Context: an optimization exercise on an open-source flow, tuned for small area, a short achievable clock period and few clock cycles per item. The choices shown serve that exercise and are no tape-out recipe.
RTL that was checked went through simulation tests only; none was proved equivalent to the original.
Power and IR drop assume default switching activity.

==> flow/design.v (excerpt) <==
module ipv4_route_table (
  input  wire logic        clk,
  input  wire logic        rst_n,
  input  wire logic        start,
  input  wire logic        in_action,
  input  wire logic [31:0] in_address,
  input  wire logic [31:0] in_mask,
  input  wire logic [31:0] in_next_hop,
  output logic             busy,
  output logic             out_valid,
  output logic [2:0]       out_status,
  output logic [31:0]      out_gateway,
  output logic [3:0]       out_slot
);
For scale: about 4100 cells after synthesis, roughly 1600 flip-flops, ~64000 µm² of cells after synthesis.
make LEC_CHECK=0 CAP_MARGIN=20 CORE_MARGIN=2 CORE_UTILIZATION=50 CTS_CLUSTER_DIAMETER=60 CTS_CLUSTER_SIZE=30 SETUP_SLACK_MARGIN=2.0 SLEW_MARGIN=20 finish   # period 5.0 ns
run.sh (not shown) runs the stock make flow with config.mk's settings and CLKGATE_MAP_FILE= SYNTH_SCRIPT=/design/flow/synth_recipe.tcl, a recipe that flattens the netlist after the stock synthesis.
Then changed:
- CORE_UTILIZATION: 50 -> 40
- CTS_CLUSTER_DIAMETER: 60 -> not set
- CTS_CLUSTER_SIZE: 30 -> not set
- SETUP_SLACK_MARGIN: 2.0 -> not set
The changed run passed the timing, DRC and antenna checks.
Die area grows by about 25%.
Wire length shrinks by about 2.2%.
Fmax shrinks by about 20%.
Sequential power barely changes.
Clock skew shrinks by 0.014 ns.
Synthesized cell count does not change.
Combinational power shrinks by about 2%.
Worst setup slack got worse by 0.77 ns.
Design area grows by about 0.4%.
No functional check of the RTL was part of any run of this note.

## run 1
ipv4_route_table, a different RTL version from the one above (not shown whole).
Size: ~3900 cells after synthesis, about 1800 flip-flops, ~140 I/O pins.
clock: 5.0 ns
lec_check: 0
cap_margin: 35
core_margin: 2
core_utilization: 55
cts_cluster_diameter: 60
cts_cluster_size: 30
setup_slack_margin: 2.9
slew_margin: 35
Run 1: all stages complete, timing, DRC and antenna checks passed
Testbench counts of run 1, summed over its fixed seeds: cycles 19,488, items 19,200.
For run 2, these inputs were changed with respect to run 1:
diff --git a/flow/config.mk b/flow/config.mk
--- a/flow/config.mk
+++ b/flow/config.mk
@@ -12,3 +12,3 @@
 export CTS_CLUSTER_SIZE = 30
-export SETUP_SLACK_MARGIN = 2.9
+export SETUP_SLACK_MARGIN = 2.5
 export SLEW_MARGIN = 35
## What came out
- Cmp run 2 and run 1 / delay of the slowest cell on the worst path / higher: run 2
- Global-route usage for run 2 is lower than for run 1.
- Compared with run 1, total power in run 2 decreased slightly.
- Summary — pre-CTS setup slack, run 2 relative to run 1: higher, by 0.086 ns.
- Diff run 2 and run 1: relative contribution of combinational cells to total power lower in run 2
- The sequential share of layout area of run 2 is higher than that of run 1.
- Between run 2 and run 1, the difference in source-to-sink clock delay at the later pin of the worst-skew pair is negligible.
- Higher minimum clock period after layout goes to run 2 over run 1.
What run 3 does differently from run 2 at the input level:
diff --git a/flow/config.mk b/flow/config.mk
--- a/flow/config.mk
+++ b/flow/config.mk
@@ -11,4 +11,4 @@
 export CTS_CLUSTER_DIAMETER = 60
-export CTS_CLUSTER_SIZE = 30
-export SETUP_SLACK_MARGIN = 2.5
+export CTS_CLUSTER_SIZE = 34
+export SETUP_SLACK_MARGIN = 2.8
 export SLEW_MARGIN = 35
Findings:
- As far as clock insertion delay at the later pin of the skew report is concerned, run 3 and run 2 perform about the same.
- On multi-input combinational cell count, the higher figure sits with run 3, not run 2.
- Of run 3 and run 2, run 2 shows the lower routed wire length, with run 3 above it.
- Relative to run 2, the clock tree buffer count of the final layout measured on run 3 has increased slightly.
- From run 3 to run 2, post-synthesis instance total did not move at all.
- NOTE power run 2->run 3 increased slightly
- Compared with run 2, in run 3 clock period minus final worst setup slack shrank by 0.11 ns, core occupancy in the finished layout up 4.9 points, hold slack lost 0.0041 ns, clock network fraction of design power held steady.
- For the overall track demand over capacity in global routing, run 3 came in 1.9 points higher than run 2 did.
The following lists how run 4 was set up differently from run 3:
diff --git a/flow/config.mk b/flow/config.mk
--- a/flow/config.mk
+++ b/flow/config.mk
@@ -9,6 +9,6 @@
 export CORE_MARGIN = 2
-export CORE_UTILIZATION = 55
+export CORE_UTILIZATION = 50
 export CTS_CLUSTER_DIAMETER = 60
-export CTS_CLUSTER_SIZE = 34
-export SETUP_SLACK_MARGIN = 2.8
+export CTS_CLUSTER_SIZE = 30
+export SETUP_SLACK_MARGIN = 2.7
 export SLEW_MARGIN = 35
==> comparison <==
- Run 4: done, clean on timing, DRC and antenna
- Run 4 vs. run 3: data arrival time of the critical path went up by 0.08 ns.
- The run showing the greater share of the clock period used by the worst path after layout is run 3.
- On portion of total power attributed to combinational logic, run 4 and run 3 are basically level.
- Run comparison: run 3 slowest cell on the critical path sky130_fd_sc_hd__dfxtp_1; run 4 slowest cell on the critical path sky130_fd_sc_hd__nor4_1
- Run 3 → run 4: hold-fix buffer count after cts flat, share of the core filled with cells in the final layout down 9.6 points.
- On required arrival time at the worst endpoint: between run 4 and run 3, it ends up higher for run 4.
- Run 4 — count of plain and timing-repair buffers 198 lower, run 3 as reference
- u_core.bad_x_r[24] as the launching instance or port of the critical path was reported by run 4, and u_core.hit1_lo_r[10] by run 3.
- Changes observed in run 4 relative to run 3: tap cell count went up about 9%; hold slack went up 0.015 ns; post-route total power held; final routed wirelength across all metal layers went down 6.4%.

==> re-timing with driven ports <==
No port has a modelled driver above. Below, the same layouts with a new extraction and two added sets of constraints. Step 1: set_driving_cell puts a clkbuf_16 on clk and a buf_2 on each other input, an assumption about the parent block. Step 2 also shifts input and output timing later by t, the mid clock arrival at the registers, as if the neighbouring blocks saw the same clock. Slacks: ideal ports / drivers / drivers and shift; pairs: ideal ports / drivers.
| run | t (ns) | slack for setup (ns) | clock arrival spread, ns | slew at the worst register clock pin (ns) |
|---|---|---|---|---|
| the first run of note 1 | 0.877 | 1.702 / 1.748 / 0.870 | 0.055 / 0.055 | 0.10 / 0.10 |
| the second run of note 1 | 0.907 | 0.930 / 0.993 / 0.086 | 0.039 / 0.040 | 0.06 / 0.06 |
| run 1 | 0.842 | 2.551 / 2.551 / 2.551 | 0.034 / 0.034 | 0.11 / 0.11 |
| run 2 | 0.833 | 2.429 / 2.429 / 2.429 | 0.040 / 0.039 | 0.10 / 0.10 |
| run 3 | 0.847 | 2.542 / 2.542 / 2.542 | 0.038 / 0.039 | 0.11 / 0.11 |
| run 4 | 0.851 | 2.636 / 2.636 / 2.636 | 0.043 / 0.043 | 0.09 / 0.09 |
After both steps every run listed still meets setup and hold. For the second run of note 1, which loses most, drivers alone change the setup slack by +0.063 ns; drivers and shift together by -0.844 ns.
